What follows belongs to an exercise in optimizing a design on an open flow for small area; a production flow would make more cautious choices. Function was checked by simulation only, so behaviour that the tests miss may differ from the original. No activity file was given, so power comes from the tool's default toggle rates.

**flow/config.mk**
```make
export PLATFORM = sky130hd
export DESIGN_NAME = multi_cnt_obi
export DESIGN_NICKNAME = multi_cnt_obi
export VERILOG_FILES = /design/flow/design.v
export SDC_FILE = /design/flow/constraint.sdc
export NUM_CORES = 4
export LEC_CHECK = 0
export CAP_MARGIN = 5
export CORE_MARGIN = 2
export CORE_UTILIZATION = 50
export SLEW_MARGIN = 5
```
**flow/standard.sh**
```bash
#!/bin/bash
# synth_recipe.tcl (not shown) runs the flow's synth.tcl, then flattens the netlist and writes it again
# the make line also repeats each setting of config.mk as NAME=value (left out here)
make -C /OpenROAD-flow-scripts/flow DESIGN_CONFIG=/design/flow/config.mk WORK_HOME=/design/flow/orfs CLKGATE_MAP_FILE= SYNTH_SCRIPT=/design/flow/synth_recipe.tcl "${@:-finish}"
```
**flow/flow/run.sh**
```bash
#!/bin/bash
# Own layout flow: the standard ORFS flow (standard.sh) with these changes.
# 1. Synthesis maps the logic with an area-oriented ABC script
#    (flow/abc_area.script) in place of ORFS's speed script. Everything else in
#    synthesis -- registers, their names, flattening and renaming -- is the
#    standard synthesis, since only the script given to the abc call changes.
# 2. Port buffers are buf_1 cells.
# 3. Clock tree synthesis builds the tree from small clkbuf_4 buffers, each
#    driving a cluster of at most 8 registers, and adds no dummy loads.
# Each tool's output goes to ORFS's own logs under orfs/logs; make's output is
# kept in flow_make.log.
set -euo pipefail
W=$(pwd)
STD_SYNTH=$(grep -o 'SYNTH_SCRIPT=[^ ]*' standard.sh | head -1 | cut -d= -f2)
cat > "$W/flow_synth.tcl" <<EOT
proc abc {args} {
  set i [lsearch -exact \$args -script]
  if {\$i >= 0} { set args [lreplace \$args [expr {\$i+1}] [expr {\$i+1}] $W/flow/abc_area.script] }
  yosys abc {*}\$args
}
source $STD_SYNTH
EOT
sed "s#SYNTH_SCRIPT=[^ ]*#SYNTH_SCRIPT=$W/flow_synth.tcl#" standard.sh > "$W/flow_standard.sh"
CTS="-sink_clustering_enable -repair_clock_nets -dont_use_dummy_load"
CTS="$CTS -sink_clustering_size 8 -sink_clustering_max_diameter 40"
CTS="$CTS -buf_list {sky130_fd_sc_hd__clkbuf_4}"
bash "$W/flow_standard.sh" "CTS_ARGS=$CTS" "BUFFER_PORTS_ARGS=-buffer_cell sky130_fd_sc_hd__buf_1" finish > "$W/flow_make.log" 2>&1
```
**flow/constraint.sdc**
```tcl
create_clock -name core_clock -period 6.0 [get_ports {clk_i}]
set_input_delay 1.2000 -clock core_clock [delete_from_list [all_inputs] [get_ports {clk_i}]]
set_output_delay 1.2000 -clock core_clock [all_outputs]
set_load 0.01 [all_outputs]
```
**flow/design.v**
```verilog
module multi_cnt_obi_ch #(
  parameter int CntWidth   = 32,
  parameter int PrescWidth = 8
) (
  input  logic                  clk,
  input  logic                  rst,
  input  logic                  sel,         
  input  logic [3:0]            wr_reg,      
  input  logic [3:0]            be,
  input  logic [31:0]           wd,          
  output logic                  en,
  output logic                  oneshot,
  output logic                  down,
  output logic                  ie,
  output logic [PrescWidth-1:0] presc,
  output logic [CntWidth-1:0]   thresh,
  output logic [CntWidth-1:0]   value,
  output logic                  hit
);
  logic [PrescWidth-1:0] pcnt;
  logic                  tick, at_end, wr_value, hw_hit, cnt, rld;
  logic [3:0]            ld_thr, ld_val;
  logic                  ld_ctrl0, ld_ctrl1;
  logic [CntWidth:0]     c;
  logic [CntWidth-1:0]   x;
  assign wr_value = sel & wr_reg[2];
  assign ld_ctrl0 = (sel & wr_reg[0] & be[0]) | rst;
  assign ld_ctrl1 = (sel & wr_reg[0] & be[1]) | rst;
  for (genvar b = 0; b < 4; b++) begin : g_ld
    assign ld_thr[b] = (sel & wr_reg[1] & be[b]) | rst;
    assign ld_val[b] = (wr_value & be[b]) | rst;
  end
  assign tick   = en && (pcnt == presc);
  assign x      = value ^ thresh;
  assign at_end = down ? (value == '0) : (x == '0);
  assign hw_hit = tick && at_end && !wr_value;
  assign cnt    = tick && !at_end && !wr_value;
  assign rld    = tick && at_end && !wr_value && !oneshot;
  assign c[0] = cnt;
  for (genvar i = 0; i < CntWidth; i++) begin : g_c
    assign c[i+1] = c[i] & (value[i] ^ down);
  end
  always_ff @(posedge clk) begin
    if (ld_ctrl0) begin
      oneshot <= wd[1];
      down    <= wd[2];
      ie      <= wd[3];
    end
    if (ld_ctrl1) presc <= wd[8 +: PrescWidth];
    if (ld_ctrl0)               en <= wd[0];
    else if (hw_hit && oneshot) en <= 1'b0;
    if (rst || wr_value || !en || tick) pcnt <= '0;
    else                                pcnt <= pcnt + 1'b1;
    for (int b = 0; b < 4; b++) begin
      if (ld_thr[b]) thresh[8*b +: 8] <= wd[8*b +: 8];
      if (ld_val[b])  value[8*b +: 8] <= wd[8*b +: 8];
      else if (rld)   value[8*b +: 8] <= x[8*b +: 8];
      else            value[8*b +: 8] <= value[8*b +: 8] ^ c[8*b +: 8];
    end
    if (rst)                                     hit <= 1'b0;
    else if (hw_hit)                             hit <= 1'b1;
    else if (sel & wr_reg[3] & be[0] & wd[0])    hit <= 1'b0;
  end
endmodule
module multi_cnt_obi #(
  parameter int NumCh      = 4,
  parameter int CntWidth   = 32,
  parameter int PrescWidth = 8
) (
  input  logic             clk_i,
  input  logic             rst_i,
  input  logic             req_i,
  output logic             gnt_o,
  input  logic [31:0]      addr_i,
  input  logic             we_i,
  input  logic [3:0]       be_i,
  input  logic [31:0]      wdata_i,
  output logic             rvalid_o,
  output logic [31:0]      rdata_o,
  output logic             intr_o,
  output logic [NumCh-1:0] ch_hit_o
);
  logic [7:0]                  word;
  logic                        ch_ok, is_irq, wr;
  logic [3:0]                  rs_dec;
  logic [31:0]                 wd, rd_word;
  logic [NumCh-1:0]            en, oneshot, down, ie, hit, irq_pend, ch_sel;
  logic [NumCh-1:0][PrescWidth-1:0] presc;
  logic [NumCh-1:0][CntWidth-1:0]   thresh, value;
  logic [NumCh-1:0][3:0]       rsel;
  logic                        rvalid_q, intr_q;
  logic [31:0]                 rdata_q;
  logic                        unused_addr;
  assign unused_addr = ^{addr_i[31:10], addr_i[1:0]};
  assign gnt_o  = req_i;
  assign word   = addr_i[9:2];
  assign ch_ok  = (word[7:4] == 4'd0);
  assign is_irq = (word == 8'(NumCh * 4));
  assign wr     = req_i && we_i && (|be_i) && !rst_i;
  assign wd = wdata_i & {32{!rst_i}};
  for (genvar r = 0; r < 4; r++) begin : g_rs
    assign rs_dec[r] = (word[1:0] == 2'(r));
  end
  assign irq_pend = hit & ie;
  for (genvar c = 0; c < NumCh; c++) begin : g_ch
    assign ch_sel[c] = wr && ch_ok && (word[3:2] == 2'(c));
    assign rsel[c]   = rs_dec & {4{ch_ok && (word[3:2] == 2'(c))}};
    multi_cnt_obi_ch #(
      .CntWidth   (CntWidth),
      .PrescWidth (PrescWidth)
    ) u_ch (
      .clk     (clk_i),
      .rst     (rst_i),
      .sel     (ch_sel[c]),
      .wr_reg  (rs_dec),
      .be      (be_i),
      .wd      (wd),
      .en      (en[c]),
      .oneshot (oneshot[c]),
      .down    (down[c]),
      .ie      (ie[c]),
      .presc   (presc[c]),
      .thresh  (thresh[c]),
      .value   (value[c]),
      .hit     (hit[c])
    );
  end
  always_comb begin
    rd_word = 32'(irq_pend & {NumCh{is_irq}});
    for (int c = 0; c < NumCh; c++) begin
      rd_word = rd_word
              | ({16'b0, presc[c], 4'b0, ie[c], down[c], oneshot[c], en[c]} & {32{rsel[c][0]}})
              | (thresh[c] & {32{rsel[c][1]}})
              | (value[c]  & {32{rsel[c][2]}})
              | (32'(hit[c]) & {32{rsel[c][3]}});
    end
  end
  always_ff @(posedge clk_i) begin
    rvalid_q <= req_i && !rst_i;
    intr_q   <= |irq_pend && !rst_i;
    rdata_q  <= rd_word;
  end
  assign rvalid_o = rvalid_q;
  assign rdata_o  = rdata_q;
  assign intr_o   = intr_q;
  assign ch_hit_o = hit;
endmodule
```
**flow/flow/abc_area.script**
```
&get -n
&st
&syn2
&dch -f
&nf -a
&st
&syn2
&dch -f
&nf -a
&st
&dch -f
&nf -a
&put
```
==> results.py, run 1 <==
metrics = {
    "routing": {
        "drtAntennaViolNets": 0,
        "dr_total_vias": 18010,
        "first_iter_violations": 2952,
        "drcViolationCount": 0,
        "dr.pass1.iters": 9,
        "routedWlPerCell_um": 30.10,
        "drt_wl_total_um": 79730,
        "via_per_inst": 6.798,
    },
    "sta": {
        "final_max_slew_viol_count": 0,
        "fin_crit_sh_pct": 71.58,
        "skew_ns": 0.07004,
        "fmax_mhz": 232.8,
        "grt_setup_unrepaired": "false",
        "worst_pin_slew_ns": 1.212,
        "setup_tns_ns": 0,
        "max_slew_margin_pct": 19.10,
        "period_minus_slack_ns": 4.295,
        "setup_viol_count_final": 0,
        "finalHoldViolCount": 0,
    },
    "die": {
        "ios": 111,
        "die_h_um": 200.9,
        "initial_utilization_pct": 50.40,
        "coreArea_mm2": 0.03847,
        "die_area_mm2": 0.04037,
        "die_w_um": 200.9,
        "rows": 72,
    },
    "synth": {
        "synthFlopType": "dfxtp_1",
        "synth_cell_types": 59,
        "yosys.area.top_type_share_pct": 27.26,
        "synthTopCellsByArea": "edfxtp_1 (27%), dfxtp_1 (20%), xnor2_1 (7.9%)",
        "post-synth-top-count-cell": "dfxtp_1",
        "synth_edf_count": 176,
        "synthTopCellsByCount": "dfxtp_1 (198), nand2_1 (179), edfxtp_1 (176)",
        "async_flop_share_pct": 0,
        "netlist_instances": 1936,
        "yosys.area.top_type": "edfxtp_1",
        "syn-num-nets": 2012,
        "synth-seq-cells": 374,
        "post_synth.cell_area_avg_um2": 10.01,
        "synth_area_mm2": 0.01939,
        "synth_seq_area_share_pct": 47.70,
        "ys_warn_count": 2,
    },
    "place": {
        "gp_congestion": 0.9889,
        "io_buffers": 86,
        "hpwlAfterDp_um": 58870,
    },
    "global_route": {
        "grt_max_degree": 44,
        "antenna_found_initial": 4,
        "grt_usage_pct": 38.94,
        "grt_pass1_vias": 16900,
        "grt_overflow": 0,
        "grt_pass1_wl_um": 114900,
    },
    "clock_network": {
        "htree_levels": 3,
        "cts_hold_buf": 0,
        "cts.repair.resized": 0,
        "clkTransAtPathRegs_ns": 0.09,
        "cts_tree": "built",
        "cts_setup_buffers": 0,
        "cts_max_path_buffers": 3,
        "clk_root_buffer_cell": "clkbuf_4",
        "cts_num_sinks": 374,
        "cts_buffers": 67,
        "clk_latency_ns": 0.78,
    },
    "worst_hold_path": {
        "min_to": "g_ch[2].u_ch.pcnt[0]",
        "hold_start": "g_ch[2].u_ch.pcnt[0]",
        "holdPathStages": 1,
        "hold_path.class": "flip-flop to flip-flop",
    },
    "setup_path": {
        "r2r_cells": 10,
        "critical_path.max_fanout": 10,
        "required_ns": 6.61,
        "setup.worst_path.end_class": "flip-flop",
        "reg2reg_slack_ns": 1.71,
        "worstPathArrival_ns": 4.91,
        "rr_startpoint": "g_ch[0].u_ch.thresh[12]",
        "path_class": "flip-flop to flip-flop",
        "start_kind": "flip-flop",
        "r2r_end": "g_ch[0].u_ch.value[18]",
    },
    "finish": {
        "seqCellArea_mm2": 0.009249,
        "finalCoreUtilization_pct": 55.16,
        "area_delta_synth_final_pct": 9.434,
        "drive_above_1_share_pct": 6.009,
        "final_nets": 2208,
        "multi_input_area_mm2": 0.009906,
        "fillers": 3594,
    },
    "job": {
        "max_cap_violations": 0,
    },
    "power": {
        "p_per_area_mw_per_mm2": 225.2,
        "p_leak_nw": 7.109,
        "vdd_drop_max_v": 0.0001569,
    },
    "outcome": {
        "status": "finished clean",
    },
}
## cell usage in the layout (no fill, tap or decap), types with 8 or more instances in the layout
cell       count
a22oi_1       73
clkbuf_4      67
a21boi_0      14
buf_1         85
a222oi_1      65
a21o_1        20
o22ai_1       77
buf_4         46
nor2b_1       19
o2111ai_1     10
xor2_1       158
nor4_1        61
nand3b_1      13
edfxtp_1     176
a22o_1        11
a221oi_1      13
o21ai_0      101
nor2_1        79
and3_1        16
and2_0         8
a21oi_1       86
nor2_2        11
nand2b_1      71
a31oi_1       12
nor3_1        40
xnor2_1      174
nand2_1      179
dfxtp_1      198
nand4_1       41
nand3_1       44
clkinv_1      64
## area by class of cell
cell class / count / share of cell area [%]
Multi-Input combinational cell: 1493 / 46.69
Sequential cell: 374 / 43.59
Timing Repair Buffer: 132 / 3.155
Tap cell: 518 / 3.055
Clock buffer: 67 / 2.371
Inverter: 64 / 1.132
Antenna cell: 1 / 0.01179
## cells by family after synthesis
| family | Yosys count | synth area share, % |
|---|---|---|
| fa+ha+maj | 4 | 0.2581 |
| xor+xnor | 332 | 15.00 |
| buf+inv | 69 | 1.433 |
| flops | 374 | 47.70 |
| mux | 3 | 0.1678 |
| simple gates | 622 | 16.49 |
| compound gates | 532 | 18.95 |
## power by group
group	switching, mW	internal [mW]	leakage, nW
Sequential	0.139	2.79	3.29
Clock	0.911	0.512	0.308
Combinational	0.296	0.134	3.51
Total	1.35	3.43	7.11
## state kept, by name, indices dropped and copies added (netlist names)
register	count
rdata_q	32
g_ch.u_ch.pcnt	32
g_ch.u_ch.value	128
g_ch.u_ch.hit	4
g_ch.u_ch.presc	32
g_ch.u_ch.down	4
g_ch.u_ch.thresh	128
g_ch.u_ch.ie	4
intr_q	1
rvalid_q	1
g_ch.u_ch.oneshot	4
g_ch.u_ch.en	4
## metrics by stage
stage	std cells	area (um2)	setup slack [ns]	hold slack (ns)	total power, mW
after floorplan	1936	19390	0.7041	0.4474	3.152
after CTS	2648	21220	2.009	0.4922	4.774
after detailed placement	2581	20710	1.220	0.4794	3.391
after global placement	2581	20710	1.224	0.4752	3.385
after global routing	2649	21220	1.670	0.5205	4.932
final	2649	21220	1.705	0.4945	4.779
## layer usage
metal  track usage, %  wire, um
met1            50.58     30080
met2            58.60     34450
met3            9.318      9799
met4            24.37      5379
met5                0        25
## critical path: stages (launching register included)
cell and delay [ns]:
edfxtp_1 0.46, xnor2_1 0.55, nand4_1 0.43, nor4_1 0.84, a21oi_1 0.15, o211a_1 0.43
and2_0 0.48, and4_1 0.32, a22oi_1 0.20, xor2_1 0.18, o22ai_1 0.08
## worst max path at each step
| stage | to | depth (start not counted) | start |
|---|---|---|---|
| 2_1_floorplan | g_ch[3].u_ch.value[3] | 9 | be_i[1] |
| 3_3_place_gp | g_ch[3].u_ch.value[21] | 12 | be_i[3] |
| 3_5_place_dp | g_ch[3].u_ch.value[21] | 12 | be_i[3] |
| 4_1_cts | g_ch[3].u_ch.value[21] | 12 | be_i[3] |
| 5_1_grt | g_ch[1].u_ch.value[31] | 12 | g_ch[1].u_ch.down |
| 6_report | g_ch[0].u_ch.value[18] | 10 | g_ch[0].u_ch.thresh[12] |
==> run 2, diff against run 1 <==
==> flow/flow/abc_area.script (replaced) <==
&get -n
&st
&syn2
&dch -f
&nf -a -p -R 1000
&st
&syn2
&dch -f
&nf -a -p -R 1000
&st
&dch -f
&nf -a -p -R 1000
&put
==> run 2 against run 1 <==
  * Combinational power fell by 7.4%
  * Utilization fell by 0.26 points
  * Critical path depth rose by 5
  * Area after synthesis down 0.19%
  * Sequential cell count is the same
  * Register-to-register slack better by 0.02 ns
  * Global-route usage shrank 2.7 points
  * Clock power is essentially flat
  * Worst hold slack got worse by 0.0065 ns
  * Clock skew grew 0.023 ns
  * First-iteration DRC count is 7.8% lower
  * Total power is 1.1% lower
  * Critical path type is now input pin to flip-flop
  * Critical endpoint is now g_ch[0].u_ch.value[30]
==> results.py, run 2 <==
metrics = {
    "power": {
        "vdd_drop_max_v": 0.0001399,
        "p_leak_nw": 7.529,
        "p_per_area_mw_per_mm2": 223.7,
    },
    "finish": {
        "final_nets": 2218,
        "drive_above_1_share_pct": 5.607,
        "area_delta_synth_final_pct": 9.123,
        "fillers": 3576,
        "final_cell_mix": "xor2_1 (233), nand2_1 (218), dfxtp_1 (198)",
        "postLayoutCellArea_mm2": 0.02112,
        "final_common_cell": "xor2_1",
        "reg_top3": "g_ch.u_ch.thresh x128, g_ch.u_ch.value x128",
    },
    "synth": {
        "ys_warn_count": 2,
        "synth_cell_types": 57,
        "netlist_instances": 1956,
        "synthTopCellsByCount": "xor2_1 (233), nand2_1 (218), dfxtp_1 (198)",
        "synthFlopType": "dfxtp_1",
        "post-synth-top-count-cell": "xor2_1",
        "synth_area_mm2": 0.01935,
        "syn-num-nets": 2032,
        "yosys.area.top_type_share_pct": 27.31,
        "synth-seq-cells": 374,
        "synth_seq_area_share_pct": 47.79,
        "async_flop_share_pct": 0,
        "post_synth.cell_area_avg_um2": 9.894,
        "synth_edf_count": 176,
        "yosys.area.top_type": "edfxtp_1",
        "synthTopCellsByArea": "edfxtp_1 (27%), dfxtp_1 (20%), xor2_1 (11%)",
    },
    "die": {
        "die_area_mm2": 0.04029,
        "initial_utilization_pct": 50.31,
        "rows": 72,
        "coreArea_mm2": 0.03847,
        "ios": 111,
        "die_h_um": 200.7,
        "die_w_um": 200.7,
    },
    "sta": {
        "grt_setup_unrepaired": "false",
        "skew_ns": 0.09283,
        "max_slew_margin_pct": 20.86,
        "worst_pin_slew_ns": 1.181,
        "setup_viol_count_final": 0,
        "holdWs_ns": 0.4880,
        "setup_tns_ns": 0,
        "period_minus_slack_ns": 4.711,
        "final_max_slew_viol_count": 0,
        "fin_crit_sh_pct": 78.52,
        "finalHoldViolCount": 0,
        "fmax_mhz": 212.3,
    },
    "job": {
        "max_cap_violations": 0,
    },
    "global_route": {
        "antenna_found_initial": 4,
        "met1_usage_pct": 50.59,
        "gr-max-usage-layer": "met2",
        "grt_usage_pct": 36.26,
        "use_met2_pct": 55.08,
        "grt_overflow": 0,
        "grt_pass1_vias": 16400,
        "grt_use_met3_pct": 8.847,
        "grt_max_degree": 52,
        "grt_pass1_wl_um": 108600,
    },
    "setup_path": {
        "required_ns": 6.63,
        "crit_family": "simple AND/OR/NAND/NOR gates",
        "setup.worst_path.end_class": "flip-flop",
        "slowest_stage": "or4_1",
        "cpMostUsedCell": "and3_1",
        "crit_path_cell_trace": "buf_1 -> or4_1 -> nand3_1 -> buf_4 -> nor3_1 -> or2_0 -> nor2_1 -> and4_1 -> and3_1 -> and3_1 -> o211a_1 -> a22oi_1 -> xnor2_1 -> nand2_1 -> o21ai_0",
        "start_kind": "input pin",
        "worstPathArrival_ns": 5.34,
        "slowest_delay_ns": 0.67,
        "critical_path.max_fanout": 8,
        "path_class": "input pin to flip-flop",
        "cp_num_buf_inv": 2,
    },
    "routing": {
        "first_iter_violations": 2722,
        "dr_total_vias": 17500,
        "routedWlPerCell_um": 27.74,
        "via_per_inst": 6.578,
        "drtAntennaViolNets": 0,
        "drt_wl_total_um": 73790,
        "drcViolationCount": 0,
        "dr.pass1.iters": 13,
    },
    "clock_network": {
        "cts_tree": "built",
        "cts_max_path_buffers": 3,
        "cts_num_sinks": 374,
        "clk_root_buffer_cell": "clkbuf_4",
        "clkTransAtPathRegs_ns": 0.07,
        "cts_hold_buf": 0,
        "cts.repair.resized": 0,
        "cts_buffers": 66,
        "cts_setup_buffers": 0,
        "htree_levels": 3,
        "clk_latency_ns": 0.79,
    },
    "worst_hold_path": {
        "hold_path.class": "flip-flop to flip-flop",
    },
    "outcome": {
        "status": "finished clean",
    },
    "place": {
        "gp_congestion": 0.9838,
        "hpwlAfterDp_um": 55300,
        "place_area_mm2": 0.02062,
        "io_buffers": 86,
    },
}
## run 2: cell types whose count changed after synthesis, sizes merged, moves of 7 or more
cell,delta
nand2,+39
a22oi,+29
a21boi,-12
nand4,-16
o22ai,-48
xnor2,-76
o21ai,+38
xor2,+75
nand3b,+13
a21oi,+7
nor2,+12
## run 2: routing by layer
layer	wire [um]	part of all wire (%)	vias to the layer above
met5	78	0.11	-
met1	29690	40	8399
met2	32310	44	1196
met4	2434	3.3	6
li1	-	-	7748
met3	9273	13	149
## run 2: cell families (layout without fill, tap and decap cells)
family	count (synthesis)	after routing	share of synthesized area, %
adder cells (fa/ha/maj)	4	4	0.2586
multiplexers	3	3	0.1746
buffers and inverters	63	247	1.319
AND/OR/NAND/NOR	660	660	17.28
other	0	2	0
XOR/XNOR	331	331	14.98
flip-flops	374	374	47.79
AO/OA/AOI/OAI	521	521	18.20
## run 2: final timing paths
kind	startpoint	to	slack, ns	cells after the start
worst min-delay path	g_ch[0].u_ch.pcnt[0]	g_ch[0].u_ch.pcnt[0]	0.49	1
worst max register to register	g_ch[0].u_ch.presc[5]	g_ch[0].u_ch.value[30]	1.73	14
worst max-delay path	be_i[0]	g_ch[0].u_ch.value[30]	1.29	15
worst min register to register	g_ch[0].u_ch.pcnt[0]	g_ch[0].u_ch.pcnt[0]	0.49	1
## run 2: layout make-up
class / count / area (um2) / area share (%)
Multi-Input combinational cell: 1519 / 9901 / 46.88
Sequential cell: 374 / 9249 / 43.80
Tap cell: 518 / 648.1 / 3.069
Timing Repair Buffer: 123 / 601.8 / 2.850
Clock buffer: 66 / 495.5 / 2.346
Inverter: 58 / 217.7 / 1.031
Antenna cell: 2 / 5.005 / 0.02370
## run 2: worst reg2reg max path, cell delays in order (launching register included)
cell       delay [ns]
edfxtp_1         0.47
xnor2_1          0.17
o2111ai_1        0.11
a2111oi_0        0.39
nand3_1          0.29
or2_0            0.34
nor2_1           0.32
and4_1           0.55
and3_1           0.38
and3_1           0.40
o211a_1          0.31
a22oi_1          0.13
xnor2_1          0.15
nand2_1          0.07
o21ai_0          0.08
## run 2: report_power, final
group          total [mW]  switching, mW  internal (mW)  leakage [nW]
Sequential           2.92          0.137           2.79          3.29
Combinational       0.398          0.278          0.121          3.93
Clock                1.40          0.897          0.505         0.304
## run 2: metrics by stage
step | instances | total power [mW] | setup WS, ns | util [%]
floorplan | 1956 | 3.134 | 1.414 | -
global placement | 2592 | 3.352 | 0.6429 | 53.60
detailed placement | 2592 | 3.356 | 0.6720 | 53.60
CTS | 2658 | 4.719 | 1.449 | 54.89
global route | 2659 | 4.877 | 1.116 | 54.89
finish | 2660 | 4.724 | 1.289 | 54.90
==> run 3, diff against run 2 <==
--- a/flow/config.mk
+++ b/flow/config.mk
@@ -7,5 +7,6 @@
 export LEC_CHECK = 0
 export CAP_MARGIN = 5
 export CORE_MARGIN = 2
-export CORE_UTILIZATION = 50
+export CORE_UTILIZATION = 60
+export PLACE_DENSITY = 0.7
 export SLEW_MARGIN = 5
==> run 3 against run 2 <==
  * Final cell count is 4.7% lower
  * Sequential cell count stayed put
  * Synthesized cell count stayed put
  * Largest power group unchanged
  * Final area is 1.0% lower
  * Still clean on timing, DRC and antenna
  * Via count is 0.88% higher
  * Fmax is 3.6% higher
  * Critical path depth is 1 lower
  * Sequential share of layout area is 0.45 points higher
  * Worst hold slack better by 0.021 ns
  * Sequential power hardly changed
  * Total power is 1.9% lower
==> results.py, run 3 <==
metrics = {
    "synth": {
        "yosys.area.top_type_share_pct": 27.31,
        "netlist_instances": 1956,
        "async_flop_share_pct": 0,
        "synth_area_mm2": 0.01935,
        "syn-num-nets": 2032,
        "synthTopCellsByArea": "edfxtp_1 (27%), dfxtp_1 (20%), xor2_1 (11%)",
        "synth_edf_count": 176,
        "yosys.area.top_type": "edfxtp_1",
        "ys_warn_count": 2,
        "post-synth-top-count-cell": "xor2_1",
        "post_synth.cell_area_avg_um2": 9.894,
        "synthFlopType": "dfxtp_1",
        "synth-seq-cells": 374,
        "synth_seq_area_share_pct": 47.79,
        "synthTopCellsByCount": "xor2_1 (233), nand2_1 (218), dfxtp_1 (198)",
        "synth_cell_types": 57,
    },
    "finish": {
        "final_nets": 2208,
        "final_cell_mix": "xor2_1 (233), nand2_1 (218), dfxtp_1 (198)",
        "drive_above_1_share_pct": 5.211,
        "area_delta_synth_final_pct": 8.010,
        "finalCoreUtilization_pct": 66.07,
        "reg_top3": "g_ch.u_ch.thresh x128, g_ch.u_ch.value x128",
        "fillers": 2663,
        "final_common_cell": "xor2_1",
    },
    "die": {
        "coreArea_mm2": 0.03164,
        "initial_utilization_pct": 61.17,
        "rows": 65,
        "die_area_mm2": 0.03371,
        "die_h_um": 183.6,
        "ios": 111,
        "die_w_um": 183.6,
    },
    "sta": {
        "final_max_slew_viol_count": 0,
        "setup_viol_count_final": 0,
        "finalHoldViolCount": 0,
        "fmax_mhz": 220.0,
        "period_minus_slack_ns": 4.546,
        "max_slew_margin_pct": 11.75,
        "skew_ns": 0.09495,
        "setup_tns_ns": 0,
        "grt_setup_unrepaired": "false",
        "holdWs_ns": 0.5086,
        "worst_pin_slew_ns": 1.322,
        "fin_crit_sh_pct": 75.76,
    },
    "routing": {
        "first_iter_violations": 2839,
        "drcViolationCount": 0,
        "dr_total_vias": 17650,
        "dr.pass1.iters": 10,
        "drtAntennaViolNets": 0,
        "drt_wl_total_um": 70500,
        "via_per_inst": 6.966,
        "routedWlPerCell_um": 27.82,
    },
    "place": {
        "hpwlAfterDp_um": 53300,
        "io_buffers": 86,
        "gp_congestion": 1.024,
    },
    "global_route": {
        "grt_overflow": 0,
        "grt_pass1_vias": 16380,
        "antenna_found_initial": 5,
        "grt_usage_pct": 42.04,
        "grt_pass1_wl_um": 103900,
        "grt_max_degree": 43,
    },
    "clock_network": {
        "clkTransAtPathRegs_ns": 0.09,
        "cts_tree": "built",
        "htree_levels": 2,
        "cts_max_path_buffers": 3,
        "clk_root_buffer_cell": "clkbuf_4",
        "cts_setup_buffers": 0,
        "cts.repair.resized": 0,
        "clk_latency_ns": 0.87,
        "cts_buffers": 58,
        "cts_num_sinks": 374,
        "cts_hold_buf": 0,
    },
    "setup_path": {
        "slowest_delay_ns": 0.65,
        "start_kind": "input pin",
        "cpMostUsedCell": "and3_1",
        "setup.worst_path.end_class": "flip-flop",
        "critical_path.max_fanout": 12,
        "crit_path_cell_trace": "buf_1 -> or4_1 -> nand3_1 -> nor3_1 -> or2_0 -> nor2_1 -> and4_1 -> and3_1 -> and3_1 -> o211a_1 -> a22oi_1 -> xnor2_1 -> nand2_1 -> o21ai_0",
        "path_class": "input pin to flip-flop",
        "worstPathArrival_ns": 5.26,
        "required_ns": 6.71,
        "slowest_stage": "or4_1",
        "r2r_cells": 11,
    },
    "power": {
        "p_leak_nw": 7.484,
        "vdd_drop_max_v": 0.0001650,
        "p_per_area_mw_per_mm2": 221.6,
        "p_total_mw": 4.632,
    },
    "job": {
        "max_cap_violations": 0,
    },
    "worst_hold_path": {
        "hold_path.class": "flip-flop to flip-flop",
        "holdPathStages": 1,
    },
    "outcome": {
        "status": "finished clean",
    },
}
## run 3: cell counts after synthesis
No cell type changed its count.
## run 3: area by class of cell
type | count | area (um2) | area share, %
sequential | 374 | 9249 | 44.25
inverter | 58 | 217.7 | 1.042
clock buffer | 58 | 435.4 | 2.083
timing repair buffer | 121 | 586.8 | 2.807
tap | 402 | 503.0 | 2.406
antenna | 2 | 5.005 | 0.02394
multi-input combinational | 1519 | 9906 | 47.39
## run 3: logic make-up (layout without fill, tap and decap cells)
group,count (synthesis),after routing,synth area share (%)
and+or+nand+nor,660,660,17.28
AOI/OAI and AO/OA,521,521,18.20
DFF,374,374,47.79
xor gates and xnor gates,331,331,14.98
buffers and inverters,63,237,1.319
adders and majority gates,4,4,0.2586
muxes,3,3,0.1746
other,0,2,0
## run 3: where the power goes
part           leakage, nW  total [mW]  switching (mW)  internal (mW)
Clock                0.267        1.32           0.879          0.439
Sequential            3.29        2.93           0.141           2.79
Combinational         3.93       0.388           0.268          0.120
Total                 7.48        4.63            1.29           3.34
## run 3: per-stage QoR
step,cells,worst slack (ns),instance area (um2)
6_report,2534,1.454,20900
5_1_grt,2533,1.341,20900
4_1_cts,2532,1.617,20900
3_5_place_dp,2474,0.7654,20460
3_3_place_gp,2474,0.8107,20460
2_1_floorplan,1956,1.414,19350
## run 3: per-layer routing
| metal | vias up | track usage (%) | wire length [um] |
|---|---|---|---|
| li1 | 7734 | - | - |
| met1 | 8351 | 56.23 | 26420 |
| met2 | 1347 | 62.94 | 30060 |
| met3 | 220 | 12.72 | 10450 |
| met4 | 0 | 19.20 | 3572 |
| met5 | - | 0 | 0 |
## run 3: path summary, 6_finish.rpt
check	from	end	slack (ns)
worst max-delay path	be_i[0]	g_ch[0].u_ch.value[30]	1.45
worst min-delay path	g_ch[0].u_ch.pcnt[0]	g_ch[0].u_ch.pcnt[0]	0.51
worst max register to register	g_ch[2].u_ch.down	g_ch[2].u_ch.value[31]	1.71
worst min register to register	g_ch[0].u_ch.pcnt[0]	g_ch[0].u_ch.pcnt[0]	0.51
## run 3: critical path: cells and delay by family
family / cells / cell delay, ns
simple gates: 9 / 3.18
buf+inv: 1 / 0.20
xor+xnor: 1 / 0.16
compound gates: 3 / 0.49
==> run 4, diff against run 3 <==
--- a/flow/flow/run.sh
+++ b/flow/flow/run.sh
@@ -24,4 +24,4 @@
 CTS="-sink_clustering_enable -repair_clock_nets -dont_use_dummy_load"
 CTS="$CTS -sink_clustering_size 8 -sink_clustering_max_diameter 40"
 CTS="$CTS -buf_list {sky130_fd_sc_hd__clkbuf_4}"
-bash "$W/flow_standard.sh" "CTS_ARGS=$CTS" "BUFFER_PORTS_ARGS=-buffer_cell sky130_fd_sc_hd__buf_1" finish > "$W/flow_make.log" 2>&1
+bash "$W/flow_standard.sh" "CTS_ARGS=$CTS" "BUFFER_PORTS_ARGS=-buffer_cell sky130_fd_sc_hd__buf_1" RECOVER_POWER=100 finish > "$W/flow_make.log" 2>&1
==> flow/flow/abc_area.script (replaced) <==
&get -n
&st
&syn2
&dch -f
&nf -a
&st
&syn2
&dch -f
&nf -a
&st
&dch -f
&nf -a
&put
--- a/flow/config.mk
+++ b/flow/config.mk
@@ -7,6 +7,5 @@
 export LEC_CHECK = 0
 export CAP_MARGIN = 5
 export CORE_MARGIN = 2
-export CORE_UTILIZATION = 60
-export PLACE_DENSITY = 0.7
+export CORE_UTILIZATION = 50
 export SLEW_MARGIN = 5
==> run 4 against run 3 <==
  * The layout now fails its checks (capacitance limit, slew limit)
  * Routed wire length grew 13%
  * First-iteration DRC count grew 0.42%
  * Sequential power is essentially flat
  * Critical path depth shrank 4
  * Clock power grew 8%
  * Utilization shrank 11 points
  * Sequential cell count is the same
  * Combinational power grew 11%
  * Area after synthesis grew 0.19%
  * Global-route usage shrank 3.1 points
  * Register-to-register slack lost 0.67 ns
  * Largest cell class unchanged
  * Largest power group unchanged
==> results.py, run 4 <==
metrics = {
    "synth": {
        "synth_edf_count": 176,
        "netlist_instances": 1936,
        "synthTopCellsByCount": "dfxtp_1 (198), nand2_1 (179), edfxtp_1 (176)",
        "synth_area_mm2": 0.01939,
        "syn-num-nets": 2012,
        "synth-seq-cells": 374,
        "yosys.area.top_type": "edfxtp_1",
        "ys_warn_count": 2,
        "async_flop_share_pct": 0,
        "synthTopCellsByArea": "edfxtp_1 (27%), dfxtp_1 (20%), xnor2_1 (7.9%)",
        "synth_cell_types": 59,
        "post-synth-top-count-cell": "dfxtp_1",
        "synthFlopType": "dfxtp_1",
        "post_synth.cell_area_avg_um2": 10.01,
        "synth_seq_area_share_pct": 47.70,
        "yosys.area.top_type_share_pct": 27.26,
    },
    "routing": {
        "drtAntennaViolNets": 0,
        "drcViolationCount": 0,
        "dr.pass1.iters": 8,
        "dr_total_vias": 18060,
        "routedWlPerCell_um": 30.06,
        "via_per_inst": 6.816,
        "drt_wl_total_um": 79650,
        "first_iter_violations": 2851,
    },
    "worst_hold_path": {
        "hold_path.class": "flip-flop to flip-flop",
    },
    "power": {
        "p_leak_nw": 7.081,
        "vdd_drop_max_v": 0.0001568,
        "p_per_area_mw_per_mm2": 225.6,
    },
    "place": {
        "dpl_worst_slack_ns": 1.220,
        "place_area_mm2": 0.02071,
        "gp_congestion": 0.9889,
        "io_buffers": 86,
        "hpwlAfterDp_um": 58870,
    },
    "sta": {
        "setup_ws_ns": 1.036,
        "period_minus_slack_ns": 4.964,
        "fin_crit_sh_pct": 82.74,
        "setup_tns_ns": 0,
        "final_max_slew_viol_count": 83,
        "fmax_mhz": 201.4,
        "skew_ns": 0.06078,
        "finalHoldViolCount": 0,
        "grt_setup_unrepaired": "false",
        "setup_viol_count_final": 0,
        "max_slew_margin_pct": -66.46,
        "worst_pin_slew_ns": 2.497,
    },
    "global_route": {
        "grt_overflow": 0,
        "grt_usage_pct": 38.94,
        "grt_pass1_wl_um": 114900,
        "antenna_found_initial": 4,
        "grt_max_degree": 44,
        "grt_pass1_vias": 16900,
    },
    "finish": {
        "reg_top3": "g_ch.u_ch.thresh x128, g_ch.u_ch.value x128",
        "final_nets": 2208,
        "final_common_cell": "dfxtp_1",
        "fillers": 3604,
        "final_cell_mix": "dfxtp_1 (198), nand2_1 (179), edfxtp_1 (176)",
        "finalCoreUtilization_pct": 55.08,
        "postLayoutCellArea_mm2": 0.02119,
        "seqCellArea_mm2": 0.009249,
        "multi_input_area_mm2": 0.009897,
        "drive_above_1_share_pct": 5.587,
        "area_delta_synth_final_pct": 9.280,
    },
    "setup_path": {
        "start_kind": "flip-flop",
        "slowest_delay_ns": 1.42,
        "path_class": "flip-flop to flip-flop",
        "setup.worst_path.end_class": "flip-flop",
        "cp_num_buf_inv": 1,
        "crit_path_cell_trace": "xor2_1 -> nor4_1 -> nand4_1 -> o21a_1 -> nor4_1 -> clkbuf_1 -> nor2_1 -> a22oi_1 -> xor2_1 -> o22ai_1",
        "worstPathArrival_ns": 5.60,
        "critical_path.max_fanout": 17,
        "crit_family": "simple AND/OR/NAND/NOR gates",
        "slowest_stage": "nor4_1",
        "required_ns": 6.63,
    },
    "die": {
        "ios": 111,
        "coreArea_mm2": 0.03847,
        "die_w_um": 200.9,
        "rows": 72,
        "die_h_um": 200.9,
        "die_area_mm2": 0.04037,
        "initial_utilization_pct": 50.40,
    },
    "clock_network": {
        "clk_root_buffer_cell": "clkbuf_4",
        "clkTransAtPathRegs_ns": 0.10,
        "cts_buffers": 67,
        "clk_latency_ns": 0.78,
        "cts_max_path_buffers": 3,
        "cts_hold_buf": 0,
        "cts.repair.resized": 0,
        "cts_setup_buffers": 0,
        "cts_num_sinks": 374,
        "htree_levels": 3,
        "cts_tree": "built",
    },
    "outcome": {
        "violatedChecks": "capacitance limit, slew limit",
        "status": "finished with violations",
    },
    "job": {
        "max_cap_violations": 3,
    },
}
run 4: cell types whose count changed in the layout (fill, tap and decap cells not counted), moves of 13 or more:
cell / previous run / this run
xor2_1: 233 / 158
o21ai_0: 139 / 101
a22oi_1: 102 / 73
nand3b_1: 26 / 13
nand2_1: 218 / 179
xnor2_1: 98 / 174
nand4_1: 25 / 41
o22ai_1: 29 / 77
run 4: cells by family (layout without fill, tap and decap cells):
logic type	Yosys count	in the layout	share of synthesized area [%]
AO/OA/AOI/OAI	532	532	18.95
XOR/XNOR	332	332	15.00
adder cells (fa/ha/maj)	4	4	0.2581
buffers and inverters	69	263	1.433
flip-flops	374	374	47.70
multiplexers	3	3	0.1678
other	0	2	0
AND/OR/NAND/NOR	622	622	16.49
run 4: path summary, 6_finish.rpt:
| kind | end | startpoint | slack [ns] | cells after the start |
|---|---|---|---|---|
| worst max-delay path | g_ch[3].u_ch.value[31] | g_ch[3].u_ch.value[26] | 1.04 | 10 |
| worst min-delay path | g_ch[2].u_ch.pcnt[0] | g_ch[2].u_ch.pcnt[0] | 0.49 | 1 |
| worst max register to register | g_ch[3].u_ch.value[31] | g_ch[3].u_ch.value[26] | 1.04 | 10 |
| worst min register to register | g_ch[2].u_ch.pcnt[0] | g_ch[2].u_ch.pcnt[0] | 0.49 | 1 |
run 4: per-layer routing:
metal / vias to the layer above / global-route usage [%] / routed length, um
li1: 7794 / - / -
met1: 8763 / 50.58 / 30480
met2: 1227 / 58.60 / 34250
met3: 275 / 9.318 / 9323
met4: 4 / 24.37 / 5570
met5: - / 0 / 25
run 4: stage by stage:
step / power [mW] / hold slack [ns] / cells
2_1_floorplan: 3.152 / 0.4474 / 1936
3_3_place_gp: 3.385 / 0.4752 / 2581
3_5_place_dp: 3.391 / 0.4794 / 2581
4_1_cts: 4.774 / 0.4922 / 2648
5_1_grt: 4.932 / 0.5205 / 2650
6_report: 4.780 / 0.4941 / 2650
run 4: area by class of cell:
class / count / share of cell area [%]
Multi-Input combinational cell: 1493 / 46.71
Sequential cell: 374 / 43.65
Tap cell: 518 / 3.059
Timing Repair Buffer: 132 / 3.047
Clock buffer: 67 / 2.374
Inverter: 64 / 1.134
Antenna cell: 2 / 0.02362
run 4: power by group:
part           total, mW  switching (mW)  internal [mW]
Combinational      0.430           0.296          0.134
Clock               1.42           0.913          0.512
Sequential          2.93           0.140           2.79
Total               4.78            1.35           3.43
==> run 5, diff against run 4 <==
--- a/flow/config.mk
+++ b/flow/config.mk
@@ -8,4 +8,5 @@
 export CAP_MARGIN = 5
 export CORE_MARGIN = 2
 export CORE_UTILIZATION = 50
+export GPL_TIMING_DRIVEN = 0
 export SLEW_MARGIN = 5
==> run 5 against run 4 <==
  * Still fails the layout checks on capacitance limit, slew limit
  * Critical endpoint is now g_ch[2].u_ch.value[21]
  * First-iteration DRC count fell by 6.2%
  * Critical path type is now input pin to flip-flop
  * Clock power fell by 5%
  * Worst hold slack got worse by 0.0025 ns
  * Largest power group unchanged
  * Worst setup slack got worse by 0.81 ns
  * Sequential share of layout area fell by 0.39 points
==> results.py, run 5 <==
metrics = {
    "outcome": {
        "status": "finished with violations",
        "violatedChecks": "capacitance limit, slew limit",
    },
    "finish": {
        "final_common_cell": "dfxtp_1",
        "seqCellArea_mm2": 0.009249,
        "area_delta_synth_final_pct": 10.25,
        "multi_input_area_mm2": 0.009937,
        "final_cell_mix": "dfxtp_1 (198), nand2_1 (179), edfxtp_1 (176)",
        "reg_top3": "g_ch.u_ch.thresh x128, g_ch.u_ch.value x128",
        "final_nets": 2190,
        "instances_no_fill": 2631,
        "drive_above_1_share_pct": 4.782,
        "fillers": 3566,
    },
    "die": {
        "coreArea_mm2": 0.03847,
        "die_area_mm2": 0.04037,
        "die_w_um": 200.9,
        "die_h_um": 200.9,
        "ios": 111,
        "initial_utilization_pct": 50.40,
        "rows": 72,
    },
    "synth": {
        "synth-simple-area-share_pct": 16.49,
        "synthFlopType": "dfxtp_1",
        "synth-adder-area-share_pct": 0.2581,
        "synth_compound_area_share_pct": 18.95,
        "synth_area_mm2": 0.01939,
        "syn-num-nets": 2012,
        "synth_seq_area_share_pct": 47.70,
        "synth_top_family_by_area": "compound AO/OA/AOI/OAI gates",
        "synth_xor_xnor_area_share_pct": 15.00,
        "netlist_instances": 1936,
        "synth_cell_types": 59,
        "synthMuxAreaShare_pct": 0.1678,
        "yosys.area.top_type": "edfxtp_1",
        "synthTopCellsByCount": "dfxtp_1 (198), nand2_1 (179), edfxtp_1 (176)",
        "synth_edf_count": 176,
        "synthTopCellsByArea": "edfxtp_1 (27%), dfxtp_1 (20%), xnor2_1 (7.9%)",
        "post_synth.cell_area_avg_um2": 10.01,
        "post-synth-top-count-cell": "dfxtp_1",
        "yosys.area.top_type_share_pct": 27.26,
        "async_flop_share_pct": 0,
        "ys_warn_count": 2,
        "synth-seq-cells": 374,
    },
    "setup_path": {
        "required_ns": 6.72,
        "critical_path.max_fanout": 17,
        "setup.worst_path.end_class": "flip-flop",
        "reg2reg_slack_ns": 0.48,
        "r2r_end": "g_ch[1].u_ch.value[31]",
        "start_kind": "input pin",
        "rr_startpoint": "g_ch[1].u_ch.presc[4]",
        "worstPathArrival_ns": 6.49,
        "path_class": "input pin to flip-flop",
        "r2r_cells": 10,
    },
    "place": {
        "hpwlAfterDp_um": 59370,
        "gp_congestion": 0.9865,
        "dpl_worst_slack_ns": -0.04468,
        "dpl.cell_count": 2570,
        "io_buffers": 86,
    },
    "clock_network": {
        "clk_latency_ns": 0.85,
        "cts_max_path_buffers": 3,
        "cts_hold_buf": 0,
        "cts_buffers": 60,
        "cts_num_sinks": 374,
        "cts.repair.resized": 0,
        "cts_setup_buffers": 0,
        "htree_levels": 2,
        "cts_tree": "built",
        "clk_root_buffer_cell": "clkbuf_4",
        "clkTransAtPathRegs_ns": 0.10,
    },
    "routing": {
        "via_per_inst": 6.800,
        "drcViolationCount": 0,
        "routedWlPerCell_um": 30.15,
        "dr.pass1.iters": 8,
        "dr_total_vias": 17890,
        "drtAntennaViolNets": 0,
        "drt_wl_total_um": 79330,
        "first_iter_violations": 2674,
    },
    "sta": {
        "finalHoldViolCount": 0,
        "setup_viol_count_final": 0,
        "final_max_slew_viol_count": 96,
        "worst_pin_slew_ns": 2.363,
        "fmax_mhz": 173.3,
        "max_slew_margin_pct": -57.56,
        "grt_setup_unrepaired": "false",
        "fin_crit_sh_pct": 96.16,
        "skew_ns": 0.04907,
        "setup_ws_ns": 0.2301,
        "period_minus_slack_ns": 5.770,
    },
    "job": {
        "max_cap_violations": 5,
    },
    "worst_hold_path": {
        "min_to": "g_ch[1].u_ch.pcnt[0]",
        "holdPathStages": 1,
        "hold_path.class": "flip-flop to flip-flop",
        "hold_start": "g_ch[1].u_ch.pcnt[0]",
    },
    "global_route": {
        "grt_pass1_wl_um": 114400,
        "grt_overflow": 0,
        "grt_usage_pct": 38.74,
        "grt_pass1_vias": 16940,
        "grt_max_degree": 47,
        "antenna_found_initial": 3,
    },
    "power": {
        "p_per_area_mw_per_mm2": 220.8,
        "p_leak_nw": 7.089,
        "vdd_drop_max_v": 0.0001474,
    },
}
run 5: cell counts after synthesis:
Identical to the previous run, type by type.
run 5: power breakdown:
part           switching [mW]  leakage, nW  internal, mW
clock                   0.898        0.276         0.453
sequential              0.140         3.29          2.79
combinational           0.297         3.52         0.147
total                    1.33         7.09          3.39
run 5: kinds of logic after synthesis:
family / Yosys count
adders and majority gates: 4
AOI/OAI and AO/OA: 532
buffers and inverters: 69
DFF: 374
xor gates and xnor gates: 332
muxes: 3
and+or+nand+nor: 622
run 5: worst max path at each step:
stage | startpoint | to | slack, ns | cells past startpoint
finish | be_i[1] | g_ch[2].u_ch.value[21] | 0.23 | 12
global route | g_ch[1].u_ch.presc[4] | g_ch[1].u_ch.value[31] | 0.30 | 10
CTS | be_i[1] | g_ch[2].u_ch.value[21] | 0.84 | 12
detailed placement | be_i[1] | g_ch[2].u_ch.value[21] | -0.04 | 12
global placement | rst_i | g_ch[3].u_ch.value[4] | -5.14 | 10
floorplan | be_i[1] | g_ch[3].u_ch.value[3] | 0.70 | 9
run 5: through the flow:
stage | hold WS [ns] | TNS, ns | total power [mW] | cell area [um2] | util (%)
finish | 0.4916 | 0 | 4.721 | 21380 | 55.57
global route | 0.5498 | 0 | 4.861 | 21380 | 55.57
CTS | 0.4994 | 0 | 4.709 | 21500 | 55.89
detailed placement | 0.4845 | -0.04468 | 3.404 | 21050 | 54.72
global placement | 0.4744 | -431.98 | 3.380 | 20360 | 52.93
floorplan | 0.4474 | 0 | 3.152 | 19390 | -
run 5: area by class of cell:
type / count / share of cell area [%]
diodes: 1 / 0.01171
plain buffers: 5 / 0.1756
flip-flops and latches: 374 / 43.27
repair buffers: 116 / 3.799
clock buffers: 60 / 2.107
well taps: 518 / 3.032
inverters: 64 / 1.124
multi-input cells: 1493 / 46.49
run 5: critical path, cell delays in order:
cell and delay (ns):
clkbuf_1 0.49, or4_1 0.83, nand3_1 0.47, nor3_1 0.28
clkbuf_1 0.36, nand2b_1 0.37, a21oi_1 0.96, and2_0 0.60
nand2_1 0.31, o31a_1 0.37, xor2_1 0.14, o22ai_1 0.08
run 5: layer usage:
| layer | track usage [%] | up-vias | routed length [um] |
|---|---|---|---|
| li1 | - | 7745 | - |
| met1 | 50.02 | 8665 | 30210 |
| met2 | 58.48 | 1192 | 34280 |
| met3 | 9.594 | 285 | 9158 |
| met4 | 24.21 | 4 | 5662 |
| met5 | 0 | - | 23 |
==> run 6, diff against run 5 <==
--- a/flow/flow/run.sh
+++ b/flow/flow/run.sh
@@ -4,7 +4,8 @@
 #    (flow/abc_area.script) in place of ORFS's speed script. Everything else in
 #    synthesis -- registers, their names, flattening and renaming -- is the
 #    standard synthesis, since only the script given to the abc call changes.
-# 2. Port buffers are buf_1 cells.
+# 2. Port buffers are buf_1 cells, and repair buffers are at most buf_2
+#    (the larger buf_N cells are added to the don't-use list).
 # 3. Clock tree synthesis builds the tree from small clkbuf_4 buffers, each
 #    driving a cluster of at most 8 registers, and adds no dummy loads.
 # Each tool's output goes to ORFS's own logs under orfs/logs; make's output is
@@ -24,4 +25,6 @@
 CTS="-sink_clustering_enable -repair_clock_nets -dont_use_dummy_load"
 CTS="$CTS -sink_clustering_size 8 -sink_clustering_max_diameter 40"
 CTS="$CTS -buf_list {sky130_fd_sc_hd__clkbuf_4}"
-bash "$W/flow_standard.sh" "CTS_ARGS=$CTS" "BUFFER_PORTS_ARGS=-buffer_cell sky130_fd_sc_hd__buf_1" RECOVER_POWER=100 finish > "$W/flow_make.log" 2>&1
+# The platform's config.mk appends its own don't-use list to this one.
+export DONT_USE_CELLS="sky130_fd_sc_hd__buf_4 sky130_fd_sc_hd__buf_6 sky130_fd_sc_hd__buf_8 sky130_fd_sc_hd__buf_12 sky130_fd_sc_hd__buf_16"
+bash "$W/flow_standard.sh" "CTS_ARGS=$CTS" "MIN_BUF_CELL_AND_PORTS=sky130_fd_sc_hd__buf_2 A X" "BUFFER_PORTS_ARGS=-buffer_cell sky130_fd_sc_hd__buf_1" finish > "$W/flow_make.log" 2>&1
--- a/flow/config.mk
+++ b/flow/config.mk
@@ -8,5 +8,4 @@
 export CAP_MARGIN = 5
 export CORE_MARGIN = 2
 export CORE_UTILIZATION = 50
-export GPL_TIMING_DRIVEN = 0
 export SLEW_MARGIN = 5
==> run 6 against run 5 <==
  * Now clean on timing, DRC and antenna
  * Clock skew rose by 0.064 ns
  * Final area fell by 0.87%
  * Global-route usage rose by 0.43 points
  * Synthesized cell count unchanged
  * Register-to-register slack better by 1.2 ns
  * Utilization decreased by 0.48 points
  * Sequential share of layout area rose by 0.38 points
  * Clock power about the same
  * Area after synthesis about the same
  * Routed wire length grew 0.60%
  * Final cell count increased by 0.57%
  * Highest routed layer unchanged
==> results.py, run 6 <==
metrics = {
    "outcome": {
        "status": "finished clean",
    },
    "synth": {
        "synth_cell_types": 59,
        "synthTopCellsByCount": "dfxtp_1 (198), nand2_1 (179), edfxtp_1 (176)",
        "post-synth-top-count-cell": "dfxtp_1",
        "post_synth.cell_area_avg_um2": 10.01,
        "ys_warn_count": 2,
        "netlist_instances": 1936,
        "yosys.area.top_type_share_pct": 27.28,
        "synth_area_mm2": 0.01938,
        "synthTopCellsByArea": "edfxtp_1 (27%), dfxtp_1 (20%), xnor2_1 (7.9%)",
        "async_flop_share_pct": 0,
        "synth-seq-cells": 374,
        "yosys.area.top_type": "edfxtp_1",
        "synth_edf_count": 176,
        "synth_seq_area_share_pct": 47.73,
        "syn-num-nets": 2012,
        "synthFlopType": "dfxtp_1",
    },
    "setup_path": {
        "r2r_end": "g_ch[0].u_ch.value[18]",
        "reg2reg_slack_ns": 1.73,
        "rr_startpoint": "g_ch[0].u_ch.thresh[12]",
        "r2r_cells": 10,
        "required_ns": 6.75,
        "start_kind": "flip-flop",
        "crit_start": "g_ch[0].u_ch.thresh[12]",
        "setup.worst_path.end_class": "flip-flop",
        "path_class": "flip-flop to flip-flop",
        "critical_path.max_fanout": 10,
        "worstPathArrival_ns": 5.02,
        "critical_path.endpoint": "g_ch[0].u_ch.value[18]",
    },
    "power": {
        "p_per_area_mw_per_mm2": 222.6,
        "p_leak_nw": 7.074,
        "vdd_drop_max_v": 0.0001779,
    },
    "routing": {
        "via_per_inst": 6.705,
        "drt_wl_total_um": 79800,
        "drcViolationCount": 0,
        "first_iter_violations": 2549,
        "routedWlPerCell_um": 30.16,
        "drtAntennaViolNets": 0,
        "dr_total_vias": 17740,
        "dr.pass1.iters": 8,
    },
    "place": {
        "io_buffers": 86,
        "hpwlAfterDp_um": 59650,
        "dpl.cell_count": 2580,
        "gp_congestion": 0.9949,
    },
    "sta": {
        "final_max_slew_viol_count": 0,
        "skew_ns": 0.1130,
        "period_minus_slack_ns": 4.271,
        "finalHoldViolCount": 0,
        "fin_crit_sh_pct": 71.18,
        "max_slew_margin_pct": 19.65,
        "fmax_mhz": 234.1,
        "setup_tns_ns": 0,
        "grt_setup_unrepaired": "false",
        "setup_viol_count_final": 0,
        "worst_pin_slew_ns": 1.204,
    },
    "clock_network": {
        "cts_hold_buf": 0,
        "cts_buffers": 61,
        "cts.repair.resized": 0,
        "cts_num_sinks": 374,
        "clk_latency_ns": 0.92,
        "clkTransAtPathRegs_ns": 0.09,
        "cts_tree": "built",
        "cts_max_path_buffers": 3,
        "htree_levels": 2,
        "clk_root_buffer_cell": "clkbuf_4",
        "cts_setup_buffers": 0,
    },
    "finish": {
        "final_cell_mix": "dfxtp_1 (198), nand2_1 (179), edfxtp_1 (176)",
        "instances_no_fill": 2646,
        "final_common_cell": "dfxtp_1",
        "area_delta_synth_final_pct": 9.363,
        "reg_top3": "g_ch.u_ch.thresh x128, g_ch.u_ch.value x128",
        "drive_above_1_share_pct": 5.794,
        "final_nets": 2201,
    },
    "global_route": {
        "grt_overflow": 0,
        "grt_usage_pct": 39.17,
        "grt_max_degree": 43,
        "grt_pass1_vias": 16630,
        "antenna_found_initial": 3,
        "grt_pass1_wl_um": 115400,
    },
    "die": {
        "rows": 72,
        "initial_utilization_pct": 50.37,
        "die_area_mm2": 0.04034,
        "coreArea_mm2": 0.03847,
        "ios": 111,
        "die_w_um": 200.9,
        "die_h_um": 200.9,
    },
    "worst_hold_path": {
        "hold_path.class": "flip-flop to flip-flop",
        "holdPathStages": 1,
    },
    "job": {
        "max_cap_violations": 0,
    },
}
==> run 6: changes by cell type in the layout (fill, tap and decap cells not counted), moves of 4 or more <==
cell      before  now
clkbuf_1       7    0
clkbuf_4      65   61
nor2_2         0   10
buf_4          7   45
diode_2        1    5
buf_16        12    0
nor2_4         7    1
nor2_1        83   79
==> run 6: kinds of logic (layout without fill, tap and decap cells) <==
| group | Yosys count | count (layout) | synth area share [%] |
|---|---|---|---|
| and+or+nand+nor | 622 | 622 | 16.51 |
| AOI/OAI and AO/OA | 532 | 532 | 18.96 |
| DFF | 374 | 374 | 47.73 |
| xor gates and xnor gates | 332 | 332 | 15.01 |
| buffers and inverters | 69 | 256 | 1.369 |
| adders and majority gates | 4 | 4 | 0.2583 |
| muxes | 3 | 3 | 0.1679 |
| other | 0 | 5 | 0 |
==> run 6: worst max-delay path, cell delays in order (launching register included) <==
cell,delay [ns]
edfxtp_1,0.46
xnor2_1,0.51
nand4_1,0.42
nor4_1,0.89
a21oi_1,0.13
o211a_1,0.39
and2_0,0.54
and4_1,0.35
a22oi_1,0.18
xor2_1,0.16
o22ai_1,0.07
==> run 6: worst min path at each step <==
stage | from | endpoint | slack, ns
global route | g_ch[2].u_ch.pcnt[0] | g_ch[2].u_ch.pcnt[0] | 0.52
CTS | g_ch[2].u_ch.pcnt[0] | g_ch[2].u_ch.pcnt[0] | 0.50
floorplan | g_ch[2].u_ch.pcnt[0] | g_ch[2].u_ch.pcnt[0] | 0.45
global placement | g_ch[2].u_ch.pcnt[0] | g_ch[2].u_ch.pcnt[0] | 0.48
detailed placement | g_ch[2].u_ch.pcnt[0] | g_ch[2].u_ch.pcnt[0] | 0.48
finish | g_ch[2].u_ch.pcnt[0] | g_ch[2].u_ch.pcnt[0] | 0.49
==> run 6: where the power goes <==
part           internal, mW  switching (mW)  leakage [nW]
sequential             2.79           0.144          3.29
combinational         0.136           0.296          3.50
clock                 0.460           0.895         0.281
==> run 6: routing by layer <==
| layer | global-route usage [%] | routed length, um |
|---|---|---|
| met4 | 20.08 | 4821 |
| met1 | 51.86 | 31240 |
| met3 | 8.620 | 8562 |
| met2 | 60.53 | 35170 |
| met5 | 0 | 14 |
==> run 6: through the flow <==
step / util [%] / cell area, um2 / setup slack, ns / hold slack [ns] / total power [mW]
after floorplan: - / 19380 / 0.7041 / 0.4474 / 3.152
after global placement: 53.85 / 20710 / 1.140 / 0.4754 / 3.391
after detailed placement: 53.85 / 20710 / 1.049 / 0.4786 / 3.397
after CTS: 55.04 / 21170 / 1.930 / 0.4993 / 4.723
after global routing: 55.09 / 21190 / 1.527 / 0.5175 / 4.871
final: 55.09 / 21190 / 1.729 / 0.4942 / 4.717
==> run 6: cell type report <==
class,instances,area (um2)
antenna,5,12.51
timing repair buffer,131,661.9
clock buffer,61,457.9
sequential,374,9249
multi-input combinational,1493,9921
fill,3585,17280
inverter,64,240.2
tap,518,648.1
==> run 7, diff against run 6 <==
==> flow/flow/run.sh (replaced) <==
#!/bin/bash
# Own layout flow: the standard ORFS flow (standard.sh) with these changes.
# 1. Synthesis maps the logic with an area-oriented ABC script
#    (flow/abc_area.script) in place of ORFS's speed script. Everything else in
#    synthesis -- registers, their names, flattening and renaming -- is the
#    standard synthesis, since only the script given to the abc call changes.
# 2. Port buffers are buf_1 cells.
# 3. Clock tree synthesis builds the tree from small clkbuf_4 buffers, each
#    driving a cluster of at most 9 registers, and adds no dummy loads.
# Each tool's output goes to ORFS's own logs under orfs/logs; make's output is
# kept in flow_make.log.
set -euo pipefail
W=$(pwd)
STD_SYNTH=$(grep -o 'SYNTH_SCRIPT=[^ ]*' standard.sh | head -1 | cut -d= -f2)
cat > "$W/flow_synth.tcl" <<EOT
proc abc {args} {
  set i [lsearch -exact \$args -script]
  if {\$i >= 0} { set args [lreplace \$args [expr {\$i+1}] [expr {\$i+1}] $W/flow/abc_area.script] }
  yosys abc {*}\$args
}
source $STD_SYNTH
EOT
sed "s#SYNTH_SCRIPT=[^ ]*#SYNTH_SCRIPT=$W/flow_synth.tcl#" standard.sh > "$W/flow_standard.sh"
CTS="-sink_clustering_enable -repair_clock_nets -dont_use_dummy_load"
CTS="$CTS -sink_clustering_size 9 -sink_clustering_max_diameter 45"
CTS="$CTS -buf_list {sky130_fd_sc_hd__clkbuf_4}"
bash "$W/flow_standard.sh" "CTS_ARGS=$CTS" "BUFFER_PORTS_ARGS=-buffer_cell sky130_fd_sc_hd__buf_1" finish > "$W/flow_make.log" 2>&1
==> flow/flow/abc_area.script (replaced) <==
&get -n
&st
&syn2
&dch -f
&nf -a -p -R 1000
&st
&syn2
&dch -f
&nf -a -p -R 1000
&st
&dch -f
&nf -a -p -R 1000
&put
==> run 7 against run 6 <==
  * Global-route usage down 2.9 points
  * Sequential cell count stayed put
  * Clock skew barely moved
  * Fmax shrank 6.2%
  * Combinational power shrank 7.7%
  * Critical path type is now input pin to flip-flop
  * Largest power group unchanged
==> results.py, run 7 <==
metrics = {
    "power": {
        "vdd_drop_max_v": 0.0001499,
        "seqPwrFrac_pct": 63.2,
        "intPower_mw": 3.323,
        "p_total_mw": 4.624,
        "switching_power_mw": 1.302,
        "p_sw_share_pct": 28.15,
        "p_per_area_mw_per_mm2": 219.8,
        "p_leak_nw": 7.479,
        "pwr-share-clk_pct": 28.2,
        "comb_power_share_pct": 8.6,
    },
    "sta": {
        "setup_tns_ns": 0,
        "worst_pin_slew_ns": 1.118,
        "fin_crit_sh_pct": 75.90,
        "period_minus_slack_ns": 4.554,
        "final_max_slew_viol_count": 0,
        "setup_viol_count_final": 0,
        "skew_ns": 0.1133,
        "fmax_mhz": 219.6,
        "grt_setup_unrepaired": "false",
        "finalHoldViolCount": 0,
        "max_slew_margin_pct": 25.06,
    },
    "finish": {
        "seqCellArea_mm2": 0.009249,
        "fillers": 3584,
        "area_delta_synth_final_pct": 8.722,
        "multi_input_area_mm2": 0.009901,
        "final_nets": 2207,
        "final_common_cell": "xor2_1",
        "final_cell_mix": "xor2_1 (233), nand2_1 (218), dfxtp_1 (198)",
        "drive_above_1_share_pct": 5.120,
        "reg_top3": "g_ch.u_ch.thresh x128, g_ch.u_ch.value x128",
    },
    "global_route": {
        "grt_pass1_wl_um": 108600,
        "grt_overflow": 0,
        "grt_usage_pct": 36.22,
        "antenna_found_initial": 4,
        "grt_max_degree": 52,
        "grt_pass1_vias": 16310,
    },
    "synth": {
        "synth-simple-area-share_pct": 17.28,
        "synth_edf_count": 176,
        "synth_compound_area_share_pct": 18.20,
        "async_flop_share_pct": 0,
        "syn-num-nets": 2032,
        "synth_seq_area_share_pct": 47.79,
        "post_synth.cell_area_avg_um2": 9.894,
        "synth-seq-cells": 374,
        "synthFlopType": "dfxtp_1",
        "synth_area_mm2": 0.01935,
        "yosys.area.top_type_share_pct": 27.31,
        "synth_cell_types": 57,
        "post-synth-top-count-cell": "xor2_1",
        "synthTopCellsByCount": "xor2_1 (233), nand2_1 (218), dfxtp_1 (198)",
        "synth-adder-area-share_pct": 0.2586,
        "yosys.area.top_type": "edfxtp_1",
        "synth_top_family_by_area": "compound AO/OA/AOI/OAI gates",
        "synthMuxAreaShare_pct": 0.1746,
        "netlist_instances": 1956,
        "ys_warn_count": 2,
        "synthTopCellsByArea": "edfxtp_1 (27%), dfxtp_1 (20%), xor2_1 (11%)",
        "synth_xor_xnor_area_share_pct": 14.98,
    },
    "routing": {
        "drtAntennaViolNets": 0,
        "drcViolationCount": 0,
        "dr_total_vias": 17400,
        "via_per_inst": 6.562,
        "first_iter_violations": 2548,
        "drt_wl_total_um": 73930,
        "routedWlPerCell_um": 27.89,
        "dr.pass1.iters": 10,
    },
    "place": {
        "io_buffers": 86,
        "hpwlAfterDp_um": 55300,
        "gp_congestion": 0.9838,
    },
    "setup_path": {
        "setup.worst_path.end_class": "flip-flop",
        "slowest_delay_ns": 0.67,
        "worstPathArrival_ns": 5.27,
        "cpMostUsedCell": "and3_1",
        "slowest_stage": "or4_1",
        "critical_path.max_fanout": 8,
        "path_class": "input pin to flip-flop",
        "cp_num_buf_inv": 2,
        "crit_path_cell_trace": "buf_1 -> or4_1 -> nand3_1 -> buf_4 -> nor3_1 -> or2_0 -> nor2_1 -> and4_1 -> and3_1 -> and3_1 -> o211a_1 -> a22oi_1 -> xnor2_1 -> nand2_1 -> o21ai_0",
        "crit_family": "simple AND/OR/NAND/NOR gates",
        "start_kind": "input pin",
        "required_ns": 6.72,
    },
    "clock_network": {
        "cts_setup_buffers": 0,
        "clk_latency_ns": 0.88,
        "cts_num_sinks": 374,
        "cts_max_path_buffers": 3,
        "cts_tree": "built",
        "clk_root_buffer_cell": "clkbuf_4",
        "cts.repair.resized": 0,
        "cts_buffers": 55,
        "clkTransAtPathRegs_ns": 0.07,
        "htree_levels": 2,
        "cts_hold_buf": 0,
    },
    "die": {
        "rows": 72,
        "ios": 111,
        "die_h_um": 200.7,
        "die_area_mm2": 0.04029,
        "die_w_um": 200.7,
        "coreArea_mm2": 0.03847,
        "initial_utilization_pct": 50.31,
    },
    "worst_hold_path": {
        "hold_path.class": "flip-flop to flip-flop",
    },
    "outcome": {
        "status": "finished clean",
    },
    "job": {
        "max_cap_violations": 0,
    },
}
run 7: changes by cell type after synthesis, sizes merged, moves of 13 or more:
cell / before / now
a22oi: 73 / 102
nand2: 179 / 218
nand3b: 13 / 26
nand4: 41 / 25
o21ai: 101 / 139
o22ai: 77 / 29
xnor2: 174 / 98
xor2: 158 / 233
run 7: cell families after synthesis:
family,count (synthesis)
AOI/OAI and AO/OA,521
xor gates and xnor gates,331
adders and majority gates,4
buffers and inverters,63
DFF,374
muxes,3
and+or+nand+nor,660
run 7: worst paths after layout:
check                           end  slack (ns)                  start  cells past startpoint
max          g_ch[0].u_ch.value[30]        1.45                be_i[0]                     15
min            g_ch[0].u_ch.pcnt[0]        0.48   g_ch[0].u_ch.pcnt[0]                      1
max reg2reg  g_ch[3].u_ch.value[30]        1.71  g_ch[3].u_ch.value[5]                     15
min reg2reg    g_ch[0].u_ch.pcnt[0]        0.48   g_ch[0].u_ch.pcnt[0]                      1
run 7: cell type report:
cell class | instances | share of cell area [%]
Clock buffer | 55 | 1.962
Antenna cell | 4 | 0.04757
Multi-Input combinational cell | 1519 | 47.06
Sequential cell | 374 | 43.96
Tap cell | 518 | 3.080
Inverter | 58 | 1.035
Timing Repair Buffer | 123 | 2.860
run 7: through the flow:
| stage | instances | setup WS [ns] | area, um2 | hold slack [ns] | util, % |
|---|---|---|---|---|---|
| 2_1_floorplan | 1956 | 1.414 | 19350 | 0.4474 | - |
| 3_5_place_dp | 2592 | 0.6720 | 20620 | 0.4770 | 53.60 |
| 3_3_place_gp | 2592 | 0.6429 | 20620 | 0.4749 | 53.60 |
| 4_1_cts | 2647 | 1.546 | 21030 | 0.4904 | 54.67 |
| 5_1_grt | 2651 | 1.215 | 21040 | 0.5221 | 54.70 |
| 6_report | 2651 | 1.446 | 21040 | 0.4848 | 54.70 |
run 7: power groups by stage:
stage / clock (mW) / sequential, mW / combinational, mW
2_1_floorplan: 0 / 2.93 / 0.209
3_3_place_gp: 0 / 2.97 / 0.381
3_5_place_dp: 0 / 2.97 / 0.384
4_1_cts: 1.32 / 2.91 / 0.387
5_1_grt: 1.42 / 2.93 / 0.422
6_report: 1.30 / 2.92 / 0.398
run 7: per-layer routing:
metal | GRT usage [%] | share of wire (%)
met1 | 50.47 | 41
met2 | 54.80 | 43
met3 | 9.221 | 12
met5 | 0 | 0.041
met4 | 12.75 | 3.9

==> what the ideal ports hide <==
Ports are ideal in the flow. The routed layouts listed here were re-timed in OpenROAD. Step 1 assumes that a clkbuf_16 drives the clock port and a buf_2 every other input. Step 2, shift: input delay + t, output delay - t, t = (earliest + latest rising clock arrival at the registers) / 2. This alone moves slack from input paths to output paths. Slacks: ideal ports / drivers / drivers and shift; pairs: ideal ports / drivers.
run	t, ns	slack for setup (ns)	hold WS [ns]	worst slew at a driven data input, ns
run 1	0.800	1.705 / 1.705 / 0.989	0.495 / 0.495 / 0.495	0.06
run 2	0.789	1.289 / 1.313 / 0.524	0.488 / 0.488 / 0.488	0.03
run 3	0.875	1.454 / 1.477 / 0.602	0.509 / 0.509 / 0.509	0.04
run 4	0.805	1.036 / 1.036 / 0.357	0.494 / 0.494 / 0.494	0.06
run 5	0.880	0.230 / 0.261 / -0.619	0.492 / 0.492 / 0.492	0.05
run 6	0.919	1.729 / 1.729 / 0.952	0.494 / 0.494 / 0.494	0.04
run 7	0.871	1.446 / 1.471 / 0.600	0.485 / 0.485 / 0.485	0.03
The setup slack of run 3, which loses most, moves by +0.023 ns with the drivers and by -0.852 ns with both steps.
